From an optimization exercise on the open Yosys and OpenROAD flow, aimed at small area, a short achievable clock period and few clock cycles per item; shortcuts taken in it are not production practice.
Where RTL was checked, it was by simulation tests only, not by an equivalence proof against the original.
No functional check of the RTL was part of run 2.

==> flow/design.v (outline; a module is shown in full before it is edited, if it fits) <==
// module rms_sound_level_meter: 1559 lines
module rms_sound_level_meter #(
   parameter int MAX_BLOCK = 1024
) (
   input  logic                 clock,
   input  logic                 reset,
   input  logic                 req_valid,
   output logic                 req_stall,
   input  logic signed [31:0]   audio_word,
   input  logic                 block_end,
   output logic                 rsp_valid,
   input  logic                 rsp_stall,
   output logic signed [15:0]   level_db,
   output logic                 report_out,
   output logic                 silent,
   input  logic                 csr_we,
   input  logic [1:0]           csr_index,
   input  logic [14:0]          csr_wdata
);
  // ...
==> flow/run.sh <==
#!/bin/bash
# synth_recipe.tcl (not shown) runs the flow's synth.tcl, then flattens the netlist and writes it again
# the make line also repeats each setting of config.mk as NAME=value (left out here)
make -C /OpenROAD-flow-scripts/flow DESIGN_CONFIG=/design/flow/config.mk WORK_HOME=/design/flow/orfs CLKGATE_MAP_FILE= SYNTH_SCRIPT=/design/flow/synth_recipe.tcl finish
==> flow/config.mk <==
export PLATFORM = sky130hd
export DESIGN_NAME = rms_sound_level_meter
export DESIGN_NICKNAME = rms_sound_level_meter
export VERILOG_FILES = /design/flow/design.v
export SDC_FILE = /design/flow/constraint.sdc
export NUM_CORES = 4
export LEC_CHECK = 0
export CAP_MARGIN = 20
export CORE_MARGIN = 2
export CORE_UTILIZATION = 40
export SLEW_MARGIN = 20
==> flow/constraint.sdc <==
create_clock -name core_clock -period 13.0 [get_ports {clock}]
set_input_delay 2.6000 -clock core_clock [delete_from_list [all_inputs] [get_ports {clock}]]
set_output_delay 2.6000 -clock core_clock [all_outputs]
set_load 0.01 [all_outputs]
==> metrics.md, run 1 <==
| Metric | Value |
|---|---|
| Met1 WL | 58200 um |
| Adder-Cell Fraction of Synth Area | 34.0% |
| Status | timing/DRC/antenna clean |
| # fillers | 12065 |
| Final hold violation count | 0 |
| Final-layout non-clock buffer area share | 2.35% |
| Placed cell count | 6932 |
| Synth area leader | fa_1 |
| Critical path buffers and inverters | 4 |
| Max Slew Vio Count | 0 |
| Vert. Die Dim | 353 um |
| Post-DP Area | 51000 um^2 |
| Commonest cells post-synth | inv_1, fa_1, nand2_1 |
| Biggest register | u1_q |
| Met2 usage | 33.2% |
| WS Path Type | flop to flop |
| Combinational family with the most area after synthesis | adder cells |
| Die X | 353 um |
| Initial core utilization | 40.1% |
| Met2 WL | 58200 um |
| CP required | 13.53 ns |
| Count of different cell masters after synthesis | 94 |
| Critical Path Source | b_q[0] |
| Most frequent cells in the layout | inv_1, fa_1, nand2_1 |
| CTS tree | built |
Testbench counts, summed over its fixed seeds: cycles 19,499, samples 19,106.
==> run 2: changes to the inputs <==
--- a/flow/design.v
+++ b/flow/design.v
@@ -15,30 +15,58 @@
    output logic                 report_out,
    output logic                 silent,
    input  logic                 csr_we,
    input  logic [1:0]           csr_index,
    input  logic [14:0]          csr_wdata
 );
    localparam logic [14:0] THRESHOLD_RESET = 15'd256;
    localparam logic [14:0] OFFSET_RESET    = 15'd30720;
-   localparam logic signed [41:0] KDB      = 42'sd197283;    
-   localparam logic [5:0]  B_START         = 6'd40;
+   localparam logic [41:0] KDB             = 42'd197283;     
+   localparam logic [41:0] KDB_NEG         = -42'd197283;
+   localparam logic [5:0]  B_START         = 6'd39;   
+   localparam logic [5:0]  B_LAST_E        = 6'd34;   
+   localparam logic [5:0]  B_LOAD_N        = 6'd35;   
+   localparam logic [5:0]  B_LAST_STEP     = 6'd2;    
    logic        st_q;
    logic [10:0] cnt_in_q;
    logic [22:0] x_q;
    logic        a_q;
-   logic        v_s_q, e_s_q, tk_s_q;
+   logic        e_s_q, tk_s_q;
+   logic [46:0] t1_q, t2_q;
+   logic        e_t_q, tk_t_q;
+   logic [56:0] acc_q;
+   logic [10:0] cnt_q;
+   logic        pend_q, cap_q, zero_q, r1_q;
+   logic [5:0]  b_q;
+   logic [29:0] mr_q;
+   logic [61:0] u1_q, u2_q;
+   logic        br_q;
+   logic [5:0]  ls_q, ln_q;
+   logic [9:0]  nm_q;
+   logic signed [41:0] p_q;
+   logic        h_en_q, h_first_q, h_e_q, h_s_q, h_n_q;
+   logic        ld_n_q, ld_r_q;
+   logic        sil_c_q;
+   logic        f1_q;
+   logic [14:0] thr_q, ofs_q;
+   logic signed [15:0] last_q;
+   logic        have_q;
+   logic        rsp_valid_q;
+   logic signed [15:0] level_q;
+   logic        report_q, silent_q;
    logic        accept, take, tk;
-   assign req_stall = st_q;
-   assign accept    = req_valid & ~st_q;
-   assign take      = (cnt_in_q < 11'(MAX_BLOCK));
-   assign tk        = accept & take;
+   logic [10:0] cnt_in_inc;
+   assign req_stall  = st_q;
+   assign accept     = req_valid & ~st_q;
+   assign take       = (cnt_in_q < 11'(MAX_BLOCK));
+   assign tk         = accept & take;
+   assign cnt_in_inc = cnt_in_q + {10'd0, take};
    always_ff @(posedge clock) begin
-      x_q <= tk ? (audio_word[30:8] ^ {23{audio_word[31]}}) : 23'd0;
+      x_q <= (audio_word[30:8] ^ {23{audio_word[31]}}) & {23{tk}};
       a_q <= tk & audio_word[31];
    end
    logic [46:0] sq_r1, sq_r2;
    wire sq_1 = (x_q[0] & x_q[15]) ^ (x_q[1] & x_q[14]);
    wire sq_2 = (x_q[0] & x_q[15]) & (x_q[1] & x_q[14]);
    wire sq_3 = (x_q[0] & x_q[16]) ^ (x_q[1] & x_q[15]);
    wire sq_4 = (x_q[0] & x_q[16]) & (x_q[1] & x_q[15]);
    wire sq_5 = (x_q[0] & x_q[17]) ^ (x_q[1] & x_q[16]) ^ (x_q[2] & x_q[15]);
@@ -540,66 +568,44 @@
    wire sq_501 = sq_418 ^ sq_419 ^ x_q[21];
    wire sq_502 = (sq_418 & sq_419) | (sq_418 & x_q[21]) | (sq_419 & x_q[21]);
    wire sq_503 = sq_420 ^ (x_q[20] & x_q[22]);
    wire sq_504 = sq_420 & (x_q[20] & x_q[22]);
    wire sq_505 = (x_q[21] & x_q[22]) ^ x_q[22];
    wire sq_506 = (x_q[21] & x_q[22]) & x_q[22];
    assign sq_r1 = {1'b0, sq_506, sq_504, sq_502, sq_500, sq_498, sq_496, sq_494, sq_492, sq_490, sq_488, sq_486, sq_484, sq_482, sq_480, sq_478, sq_476, sq_474, sq_472, sq_470, sq_468, sq_466, sq_464, sq_462, sq_460, sq_458, sq_456, sq_454, sq_452, sq_450, sq_448, sq_446, sq_444, sq_442, sq_440, sq_438, sq_436, sq_434, sq_432, sq_430, sq_428, sq_426, sq_424, sq_422, sq_421, (a_q & x_q[0]), x_q[0]};
    assign sq_r2 = {1'b0, 1'b0, sq_505, sq_503, sq_501, sq_499, sq_497, sq_495, sq_493, sq_491, sq_489, sq_487, sq_485, sq_483, sq_481, sq_479, sq_477, sq_475, sq_473, sq_471, sq_469, sq_467, sq_465, sq_463, sq_461, sq_459, sq_457, sq_455, sq_453, sq_451, sq_449, sq_447, sq_445, sq_443, sq_441, sq_439, sq_437, sq_435, sq_433, sq_431, sq_429, sq_427, sq_425, sq_423, (a_q & x_q[1]), 1'b0, a_q};
-   logic [46:0] t1_q, t2_q;
-   logic        v_t_q, e_t_q, tk_t_q;
    always_ff @(posedge clock) begin
       t1_q <= sq_r1;
       t2_q <= sq_r2;
    end
-   logic [56:0] acc_q;
-   logic [10:0] cnt_q;
-   logic        pend_q;
-   logic        r1_q, r2_q;
-   logic [5:0]  b_q;
-   logic        capture, zero;
    logic [56:0] acc_g, csa_s, csa_c;
-   assign capture = pend_q & (b_q == 6'd0);
-   assign zero    = capture | r1_q | r2_q;
    always_comb begin
-      acc_g = zero ? 57'd0 : acc_q;
+      acc_g = acc_q & {57{~zero_q}};
       csa_s = acc_g ^ {10'd0, t1_q} ^ {10'd0, t2_q};
       csa_c = {(acc_g[55:0] & {9'd0, t1_q}) | (acc_g[55:0] & {9'd0, t2_q})
                | ({9'd0, t1_q} & {9'd0, t2_q}), 1'b0};
    end
    always_ff @(posedge clock) begin
       acc_q <= csa_s + csa_c;
-      r1_q  <= reset;
-      r2_q  <= r1_q;
    end
-   logic [5:0]  lz;
+   logic [5:0]  lzs;
    logic [56:0] sh;
-   logic [3:0]  en;
-   logic [6:0]  e_cap;
+   logic [3:0]  lzn;
+   logic [10:0] nsh;
    always_comb begin
-      lz = 6'd0;
+      lzs = 6'd0;
       for (int i = 0; i < 57; i++)
-         if (acc_q[i]) lz = 6'(56 - i);
-      en = 4'd0;
-      for (int i = 0; i < 11; i++)
-         if (cnt_q[i]) en = 4'(i);
-      sh    = acc_q << lz;
-      e_cap = 7'd10 - {1'b0, lz} - {3'd0, en};
-   end
-   logic [10:0] n_q;
-   logic [3:0]  en_n;
-   logic [30:0] mn;
-   always_comb begin
-      en_n = 4'd0;
+         if (acc_q[i]) lzs = 6'(56 - i);
+      lzn = 4'd0;
       for (int i = 0; i < 11; i++)
-         if (n_q[i]) en_n = 4'(i);
-      mn = 31'(n_q) << (5'd30 - {1'b0, en_n});
+         if (cnt_q[i]) lzn = 4'(10 - i);
+      sh  = acc_q << lzs;
+      nsh = cnt_q << lzn;
    end
-   logic [29:0] mr_q;
    logic [61:0] lg_r1, lg_r2;
    wire lg_1 = (mr_q[0] & mr_q[25]) ^ (mr_q[1] & mr_q[24]);
    wire lg_2 = (mr_q[0] & mr_q[25]) & (mr_q[1] & mr_q[24]);
    wire lg_3 = (mr_q[0] & mr_q[26]) ^ (mr_q[1] & mr_q[25]);
    wire lg_4 = (mr_q[0] & mr_q[26]) & (mr_q[1] & mr_q[25]);
    wire lg_5 = (mr_q[0] & mr_q[27]) ^ (mr_q[1] & mr_q[26]) ^ (mr_q[2] & mr_q[25]);
    wire lg_6 = ((mr_q[0] & mr_q[27]) & (mr_q[1] & mr_q[26])) | ((mr_q[0] & mr_q[27]) & (mr_q[2] & mr_q[25])) | ((mr_q[1] & mr_q[26]) & (mr_q[2] & mr_q[25]));
    wire lg_7 = (mr_q[3] & mr_q[24]) ^ (mr_q[4] & mr_q[23]);
@@ -1405,150 +1411,148 @@
    wire lg_807 = lg_700 ^ lg_701 ^ mr_q[28];
    wire lg_808 = (lg_700 & lg_701) | (lg_700 & mr_q[28]) | (lg_701 & mr_q[28]);
    wire lg_809 = lg_702 ^ mr_q[26] ^ (mr_q[27] & mr_q[29]);
    wire lg_810 = (lg_702 & mr_q[26]) | (lg_702 & (mr_q[27] & mr_q[29])) | (mr_q[26] & (mr_q[27] & mr_q[29]));
    wire lg_811 = mr_q[27] ^ (mr_q[28] & mr_q[29]) ^ mr_q[29];
    wire lg_812 = (mr_q[27] & (mr_q[28] & mr_q[29])) | (mr_q[27] & mr_q[29]) | ((mr_q[28] & mr_q[29]) & mr_q[29]);
    assign lg_r1 = {1'b0, mr_q[29], lg_812, lg_810, lg_808, lg_806, lg_804, lg_802, lg_800, lg_798, lg_796, lg_794, lg_792, lg_790, lg_788, lg_786, lg_784, lg_782, lg_780, lg_778, lg_776, lg_774, lg_772, lg_770, lg_768, lg_766, lg_764, lg_762, lg_760, lg_758, lg_756, lg_754, lg_752, lg_750, lg_748, lg_746, lg_744, lg_742, lg_740, lg_738, lg_736, lg_734, lg_732, lg_730, lg_728, lg_726, lg_724, lg_722, lg_720, lg_718, lg_716, lg_714, lg_712, lg_710, lg_708, lg_706, lg_704, lg_703, (mr_q[0] & mr_q[2]), (mr_q[0] & mr_q[1]), 1'b0, mr_q[0]};
    assign lg_r2 = {1'b0, 1'b1, mr_q[28], lg_811, lg_809, lg_807, lg_805, lg_803, lg_801, lg_799, lg_797, lg_795, lg_793, lg_791, lg_789, lg_787, lg_785, lg_783, lg_781, lg_779, lg_777, lg_775, lg_773, lg_771, lg_769, lg_767, lg_765, lg_763, lg_761, lg_759, lg_757, lg_755, lg_753, lg_751, lg_749, lg_747, lg_745, lg_743, lg_741, lg_739, lg_737, lg_735, lg_733, lg_731, lg_729, lg_727, lg_725, lg_723, lg_721, lg_719, lg_717, lg_715, lg_713, lg_711, lg_709, lg_707, lg_705, mr_q[2], 1'b0, mr_q[1], 1'b0, 1'b0};
-   logic [61:0] u1_q, u2_q;
-   logic [61:0] usum;
-   logic [31:0] q;
-   logic        fbit;
-   logic [29:0] m_next;
    always_ff @(posedge clock) begin
       u1_q <= lg_r1;
       u2_q <= lg_r2;
    end
+   logic [61:0] usum;
+   logic [31:0] q;
+   logic        fbit;
+   logic [29:0] m_next;
    always_comb begin
       usum   = u1_q + u2_q;
       q      = usum[61:30];
       fbit   = q[31];
       m_next = fbit ? q[30:1] : q[29:0];
    end
-   logic        br_q;
-   logic [6:0]  e_q;
-   logic signed [41:0] p_q;
-   logic        sil_c_q;
-   logic        f1_q;
-   logic [14:0] thr_q, ofs_q;
-   logic signed [15:0] last_q;
-   logic        have_q;
-   logic        rsp_valid_q;
-   logic signed [15:0] level_q;
-   logic        report_q, silent_q;
-   logic               h_dbl, h_add, h_sub, h_zero, h_en;
-   logic signed [41:0] h_base, h_op;
+   logic        op_add, op_sub;
+   logic [41:0] h_base, h_op;
    always_comb begin
-      h_en   = (b_q >= 6'd2);
-      h_zero = (b_q == B_START);
-      if (b_q >= 6'd34) begin
-         h_dbl = 1'b1;
-         h_add = e_q[6] & ~h_zero;
-         h_sub = e_q[6] & h_zero;
-      end else begin
-         h_dbl = b_q[0];
-         h_add = br_q & b_q[0];
-         h_sub = br_q & ~b_q[0];
-      end
-      h_base = h_zero ? 42'sd0 : (h_dbl ? (p_q <<< 1) : p_q);
-      h_op   = h_add ? KDB : (h_sub ? -KDB : 42'sd0);
+      op_add = h_e_q ? (ln_q[5] & ~ls_q[5]) : (h_s_q & br_q);
+      op_sub = h_e_q ? (ls_q[5] & ~ln_q[5]) : (h_n_q & br_q);
+      h_base = h_first_q ? 42'd0 : (h_n_q ? p_q : {p_q[40:0], 1'b0});
+      h_op   = op_add ? KDB : (op_sub ? KDB_NEG : 42'd0);
    end
-   logic signed [18:0] lv;
+   logic [18:0]        lv;
    logic signed [15:0] level_new;
    logic               f1_fire;
    assign f1_fire = (b_q == 6'd1) & ~rsp_valid_q;
    always_comb begin
-      lv = $signed(p_q[41:24]) + $signed({4'd0, ofs_q}) + $signed({18'd0, p_q[23]});
+      lv = {p_q[41], p_q[41:24]} + {4'd0, ofs_q} + {18'd0, p_q[23]};
       if (sil_c_q)
          level_new = 16'sd0;
-      else if (lv > 19'sd32767)
-         level_new = 16'sh7FFF;
-      else if (lv < -19'sd32768)
-         level_new = -16'sh8000;
-      else
+      else if (lv[18:15] == 4'b0000 || lv[18:15] == 4'b1111)
          level_new = lv[15:0];
+      else
+         level_new = {lv[18], {15{~lv[18]}}};
    end
-   logic signed [17:0] dpos, dneg;
-   logic               report;
+   logic [17:0] dpos, dneg;
+   logic        report;
    always_comb begin
-      dpos   = $signed({{2{level_q[15]}}, level_q}) - $signed({{2{last_q[15]}}, last_q})
-               - $signed({3'd0, thr_q});
-      dneg   = $signed({{2{last_q[15]}}, last_q}) - $signed({{2{level_q[15]}}, level_q})
-               - $signed({3'd0, thr_q});
+      dpos   = {{2{level_q[15]}}, level_q} - {{2{last_q[15]}}, last_q} - {3'd0, thr_q};
+      dneg   = {{2{last_q[15]}}, last_q} - {{2{level_q[15]}}, level_q} - {3'd0, thr_q};
       report = ~have_q | ~dpos[17] | ~dneg[17];
    end
-   logic [2:0] ahead;
-   logic       le_soon, st_d;
+   logic [5:0] b_next;
+   logic       pend_next, cap_next, capture;
+   assign capture = cap_q;
    always_comb begin
-      ahead   = {2'd0, accept & block_end} + {2'd0, e_s_q} + {2'd0, e_t_q & v_t_q}
-                + {2'd0, pend_q & ~capture};
+      pend_next = e_t_q | (pend_q & ~capture);
+      if (capture)
+         b_next = B_START;
+      else if (b_q >= 6'd2)
+         b_next = b_q - 6'd1;
+      else if (f1_fire)
+         b_next = 6'd0;
+      else
+         b_next = b_q;
+      cap_next = pend_next & (b_next == 6'd0);
+   end
+   logic in_end, int_p, int_one, int_two, le_soon, st_a, st_b, st_d;
+   always_comb begin
+      int_p   = pend_q & ~capture;
+      int_two = (e_s_q & e_t_q) | (e_s_q & int_p) | (e_t_q & int_p);
+      int_one = e_s_q | e_t_q | int_p;
       le_soon = ~capture & (b_q <= 6'd3) & ~rsp_valid_q;
-      st_d    = (ahead >= 3'd2) | ((ahead == 3'd1) & ~le_soon);
+      st_a    = int_one | ~le_soon;               
+      st_b    = int_two | (int_one & ~le_soon);   
+      in_end  = req_valid & block_end & ~st_q;
+      st_d    = in_end ? st_a : st_b;
    end
    always_ff @(posedge clock) begin
       br_q <= fbit;
       if (capture) begin
          mr_q    <= sh[55:26];
-         e_q     <= e_cap;
-         n_q     <= cnt_q;
+         ls_q    <= lzs;
+         ln_q    <= {2'd0, lzn};
+         nm_q    <= nsh[9:0];
          sil_c_q <= (acc_q == 57'd0);
       end else begin
-         if (b_q == 6'd35)
-            mr_q <= mn[29:0];
-         else if (b_q <= 6'd34)
+         if (ld_n_q)
+            mr_q <= {nm_q, 20'd0};
+         else if (ld_r_q)
             mr_q <= m_next;
-         if (b_q >= 6'd34)
-            e_q <= {e_q[5:0], 1'b0};
+         if (h_e_q) begin
+            ls_q <= {ls_q[4:0], 1'b0};
+            ln_q <= {ln_q[4:0], 1'b0};
+         end
       end
-      if (h_en)
+      if (h_en_q)
          p_q <= h_base + h_op;
       if (f1_fire) begin
          level_q  <= level_new;
          silent_q <= sil_c_q;
       end
       if (f1_q)
          report_q <= report;
+      h_en_q    <= (b_next >= B_LAST_STEP);
+      h_first_q <= (b_next == B_START);
+      h_e_q     <= (b_next >= B_LAST_E);
+      h_s_q     <= (b_next < B_LAST_E) & b_next[0];
+      h_n_q     <= (b_next < B_LAST_E) & ~b_next[0];
+      ld_n_q    <= (b_next == B_LOAD_N);
+      ld_r_q    <= (b_next < B_LOAD_N);
+      r1_q      <= reset;
+      zero_q    <= reset | r1_q | cap_next;
       if (reset) begin
          st_q        <= 1'b0;
          cnt_in_q    <= 11'd0;
-         v_s_q       <= 1'b0;
-         tk_s_q      <= 1'b0;
          e_s_q       <= 1'b0;
-         v_t_q       <= 1'b0;
+         tk_s_q      <= 1'b0;
          e_t_q       <= 1'b0;
          tk_t_q      <= 1'b0;
          cnt_q       <= 11'd0;
          pend_q      <= 1'b0;
+         cap_q       <= 1'b0;
          b_q         <= 6'd0;
          f1_q        <= 1'b0;
          rsp_valid_q <= 1'b0;
          have_q      <= 1'b0;
          last_q      <= 16'sd0;
          thr_q       <= THRESHOLD_RESET;
          ofs_q       <= OFFSET_RESET;
       end else begin
-         st_q  <= st_d;
+         st_q <= st_d;
          if (accept)
-            cnt_in_q <= block_end ? 11'd0 : (cnt_in_q + {10'd0, take});
-         v_s_q  <= accept;
-         tk_s_q <= tk;
+            cnt_in_q <= block_end ? 11'd0 : cnt_in_inc;
          e_s_q  <= accept & block_end;
-         v_t_q  <= v_s_q;
+         tk_s_q <= tk;
          e_t_q  <= e_s_q;
          tk_t_q <= tk_s_q;
          cnt_q  <= (capture ? 11'd0 : cnt_q) + {10'd0, tk_t_q};
-         pend_q <= (v_t_q & e_t_q) | (pend_q & ~capture);
-         if (capture)
-            b_q <= B_START;
-         else if (b_q >= 6'd2)
-            b_q <= b_q - 6'd1;
-         else if (f1_fire)
-            b_q <= 6'd0;
+         pend_q <= pend_next;
+         cap_q  <= cap_next;
+         b_q    <= b_next;
          f1_q        <= f1_fire;
          rsp_valid_q <= f1_q | (rsp_valid_q & rsp_stall);
          if (f1_q & report) begin
             last_q <= level_q;
             have_q <= 1'b1;
          end
          if (csr_we && csr_index == 2'd0) thr_q <= csr_wdata;
          if (csr_we && csr_index == 2'd1) ofs_q <= csr_wdata;
==> flow/flow/run.sh (new file) <==
#!/bin/bash
# The standard layout (the standard.sh: standard synthesis, then ORFS
# floorplan to finish), with ORFS's repair_timing asked to keep a larger
# setup margin so that it sizes and buffers the critical paths.
set -euo pipefail
MARGIN=$(cat flow/margin.txt)
bash standard.sh SETUP_SLACK_MARGIN=$MARGIN finish > make_finish.log 2>&1
==> flow/flow/margin.txt (new file) <==
9.0
==> flow/standard.sh (new file) <==
#!/bin/bash
# synth_recipe.tcl (not shown) runs the flow's synth.tcl, then flattens the netlist and writes it again
# the make line also repeats each setting of config.mk as NAME=value (left out here)
make -C /OpenROAD-flow-scripts/flow DESIGN_CONFIG=/design/flow/config.mk WORK_HOME=/design/flow/orfs CLKGATE_MAP_FILE= SYNTH_SCRIPT=/design/flow/synth_recipe.tcl "${@:-finish}"
removed: flow/run.sh
==> metrics.md, run 2 <==
| Metric | Value |
|---|---|
| Status | timing/DRC/antenna clean |
| Fmax | 241 MHz |
| Dominant synthesized flop cell | dfxtp_1 |
| Full die area | 124000 um^2 |
| Initial antenna violation count | 0 |
| 1st-iter DRT viols | 2890 |
| Crit share post-route | 31.9% |
| Synth area leader | fa_1 |
| Io pins | 75 |
| Final min period | 4.15 ns |
| Dpl hpwl | 92200 um |
| Unrepaired setup endpoints after global routing | yes |
| WS Path Type | flop to flop |
| H-tree depth | 2 |
| Total grt overflow | 0 |
| Synth Instances | 5328 |
| Die X | 352 um (-0.20%) |
| Wire per inst | 18.9 um |
| Clock Latency Late Sink | 0.70 ns |
| Commonest cells post-synth | inv_1, fa_1, nand2_1 |
| Max-slew headroom | 43.7% |
| Vias per Instance | 5.32 |
| Vert. Die Dim | 352 um (-0.20%) |
| DRC | 0 |
| Area fraction of the dominant cell type after synthesis | 26.2% |
| Most frequent cells in the layout | inv_1, fa_1, nand2_1 |
| Final #Nets | 6395 |
| Most numerous cell in the Yosys netlist | inv_1 |
| P&R area growth vs syn | 15.4% |
| Avg Cell Area, Syn | 9.11 um^2 |
| Worst Skew | 0.0438 ns |
| Worst-path fanout max | 7 |
| Max Cap Violations | 0 |
| CTS tree | built |
| GRT Overall Usage | 21.2% |
| Biggest register | u1_q |
| Initial core utilization | 40.4% (+0.26 points) |
| Max Slew Vio Count | 0 (unchanged) |
| Core Area | 120000 um^2 |
| Multi-input gate area | 34600 um^2 |
| Syn Nets | 6307 |
| Ys async rst share | 0% |
| Biggest regs | u1_q: 59 flops, acc_q: 57 flops, u2_q: 57 flops |
| Final WS setup | 8.85 ns |
| Setup TNS | 0 ns |
| Clock-pin slew on the worst setup and hold paths | 0.06 ns |
| Worst-margin pin slew | 0.836 ns |
| Routed WL | 134000 um |
| Via Count | 37675 |
| I/O Buffers | 66 |
| Number of flip-flops in the largest register | 59 |
| Vias in the first global route | 38200 |
| Post-route ant nets | 0 |
| CTS Buf Count | 59 |
| Worst path slowest cell | o41a_1 |
| Clock tree sinks | 494 |
| Final Hold Slack | 0.437 ns |
| Row cnt | 127 |
| Sequential fraction of the synthesis area | 22.7% |
| Cell Chain, Critical Path | inv_1 -> nor2_1 -> fa_1 -> ha_2 -> a21o_1 -> a21oi_2 -> nand2_1 -> a2111oi_4 -> o32a_1 -> nor2_2 -> nor3_2 -> o21ai_2 -> o41a_1 -> buf_4 -> xor2_1 |
| Layout cells sized above 1 | 11.9% |
| Final hold violation count | 0 (unchanged) |
| Flops & latches, synth | 494 |
| Largest net degree at the start of global routing | 71 |
| Clock Tree Root | clkbuf_16 |
| Pre-antenna DRT Iters | 6 |
| First-pass GRT wire length | 212000 um |
| Most common cell after layout, fill and taps aside | inv_1 |
| GP Congestion | 0.918 |
| CP required | 13.57 ns (+0.04 ns) |
| Dpl ws | 7.81 ns |
| Area occupied by registers | 11100 um^2 |
| Final setup viols | 0 |
| Max incr delay on CP | 0.46 ns |
| Count of different cell masters after synthesis | 89 (-5.3%) |
| Worst Hold Class | flop to flop |
| # fillers | 11568 (-4.1%) |
| Startpoint class of the critical path | flop |
| Ys Warns | 1 |
| Largest cells by area after synthesis | fa_1, dfxtp_1, ha_1 |
| Post-synth EDFFs | 111 |
| Clock Path Buffers | 3 |
| Area of the mapped netlist | 48500 um^2 |
| CP arrival | 4.71 ns |
| CP endpoint kind | flop |
[run 2: cell types whose count changed after synthesis, sizes merged, moves of 11 or more]
cell    previous run  this run
nand2            554       463
mux2              12        23
o21ai            167       148
nor2             371       418
inv              805       771
a21o              67        82
nand3             73        46
ha               303       288
mux2i            147       199
clkbuf           208       223
and2             433       396
o21bai            24        12
nor2b             39        92
o22ai             16         5
[run 2: what timing repair did]
| item | 4_1_cts | 5_1_grt |
|---|---|---|
| pin swaps | 38 | 100 |
| setup endpoints to repair | 163 | 135 |
| hold buffers | 0 | 0 |
| gates cloned | 6 | 11 |
| resized for setup | 254 | 233 |
| setup buffers | 79 | 56 |
[run 2: critical path: cells and delay by family (launching register included)]
family	cells	cell delay, ns
adders and majority gates	2	0.78
AOI/OAI and AO/OA	6	1.75
DFF	1	0.45
xor gates and xnor gates	1	0.14
and+or+nand+nor	4	0.54
buffers and inverters	2	0.37
[run 2: worst paths after layout]
| path | endpoint | depth (start not counted) | slack, ns | start |
|---|---|---|---|---|
| worst max-delay path | acc_q[47] | 15 | 8.85 | acc_q[14] |
| worst max register to register | acc_q[47] | 15 | 8.85 | acc_q[14] |
| worst min-delay path | zero_q | 2 | 0.44 | r1_q |
| worst min register to register | zero_q | 2 | 0.44 | r1_q |
[run 2: layout make-up]
type / instances / area share [%]
multi-input cells: 3785 / 61.8
flip-flops and latches: 494 / 19.7
repair buffers: 301 / 5.60
inverters: 775 / 5.32
well taps: 1612 / 3.60
clock buffers: 78 / 3.02
clock inverters: 34 / 0.876
diodes: 1 / 0.00447
[run 2: stage by stage]
stage / utilization, % / area (um^2) / instances
floorplan: - / 48600 / 5328
global placement: 42.3 / 50800 / 6814
detailed placement: 42.3 / 50800 / 6814
CTS: 45.3 / 54400 / 7011
global route: 46.6 / 56000 / 7079
finish: 46.6 / 56000 / 7080
[run 2: logic make-up (layout without fill, tap and decap cells)]
logic type / after synthesis / count (layout) / synth area share (%)
AND/OR/NAND/NOR: 1670 / 1670 / 16.9
buffers and inverters: 1049 / 1188 / 8.34
adder cells (fa/ha/maj): 924 / 924 / 33.7
AO/OA/AOI/OAI: 782 / 782 / 10.4
flip-flops: 494 / 494 / 22.7
multiplexers: 223 / 223 / 4.69
XOR/XNOR: 186 / 186 / 3.36
other: 0 / 1 / 0
[run 2: per-layer routing]
layer  vias to the layer above  share of wire, %  track usage, %  wire, um
met5                         -                 0               0         0
met4                         0               3.0            5.67      4050
met3                       260               6.8            3.15      9100
met2                      1182                46            34.2     61300
met1                     18896                44            29.6     59600
li1                      17337                 -               -         -

==> re-timing with driven ports <==
The flow's constraints put no driver on any port. The routed layouts listed below were extracted and timed again, unchanged, in two steps.
Step 1 (the two cells are an assumption about what drives the block):
set clk [get_ports {clock}]
set_driving_cell -lib_cell sky130_fd_sc_hd__clkbuf_16 $clk
set_driving_cell -lib_cell sky130_fd_sc_hd__buf_2 [delete_from_list [all_inputs] $clk]
Step 2 adds t to the input delays and takes it off the output delays; t is the mean of the earliest and latest rising clock arrival at the registers after step 1. Input paths then give back, and output paths get back, about the clock's delay inside the block.
Slacks: no drivers / after step 1 / after step 2; pairs: no drivers / after step 1.
| run | shift t [ns] | slack for setup (ns) | hold WS [ns] | worst setup path at the end | worst data-port slew with drivers (ns) |
|---|---|---|---|---|---|
| run 1 | 0.736 | 6.689 / 6.689 / 6.689 | 0.376 / 0.376 / 0.376 | register to register | 0.07 |
| run 2 | 0.744 | 8.852 / 8.852 / 8.560 | 0.437 / 0.437 / 0.437 | input to register | 0.05 |
After both steps setup and hold are still met in every run listed. The setup slack of run 2, which loses most, moves by 0.000 ns with the drivers and by -0.292 ns with both steps.
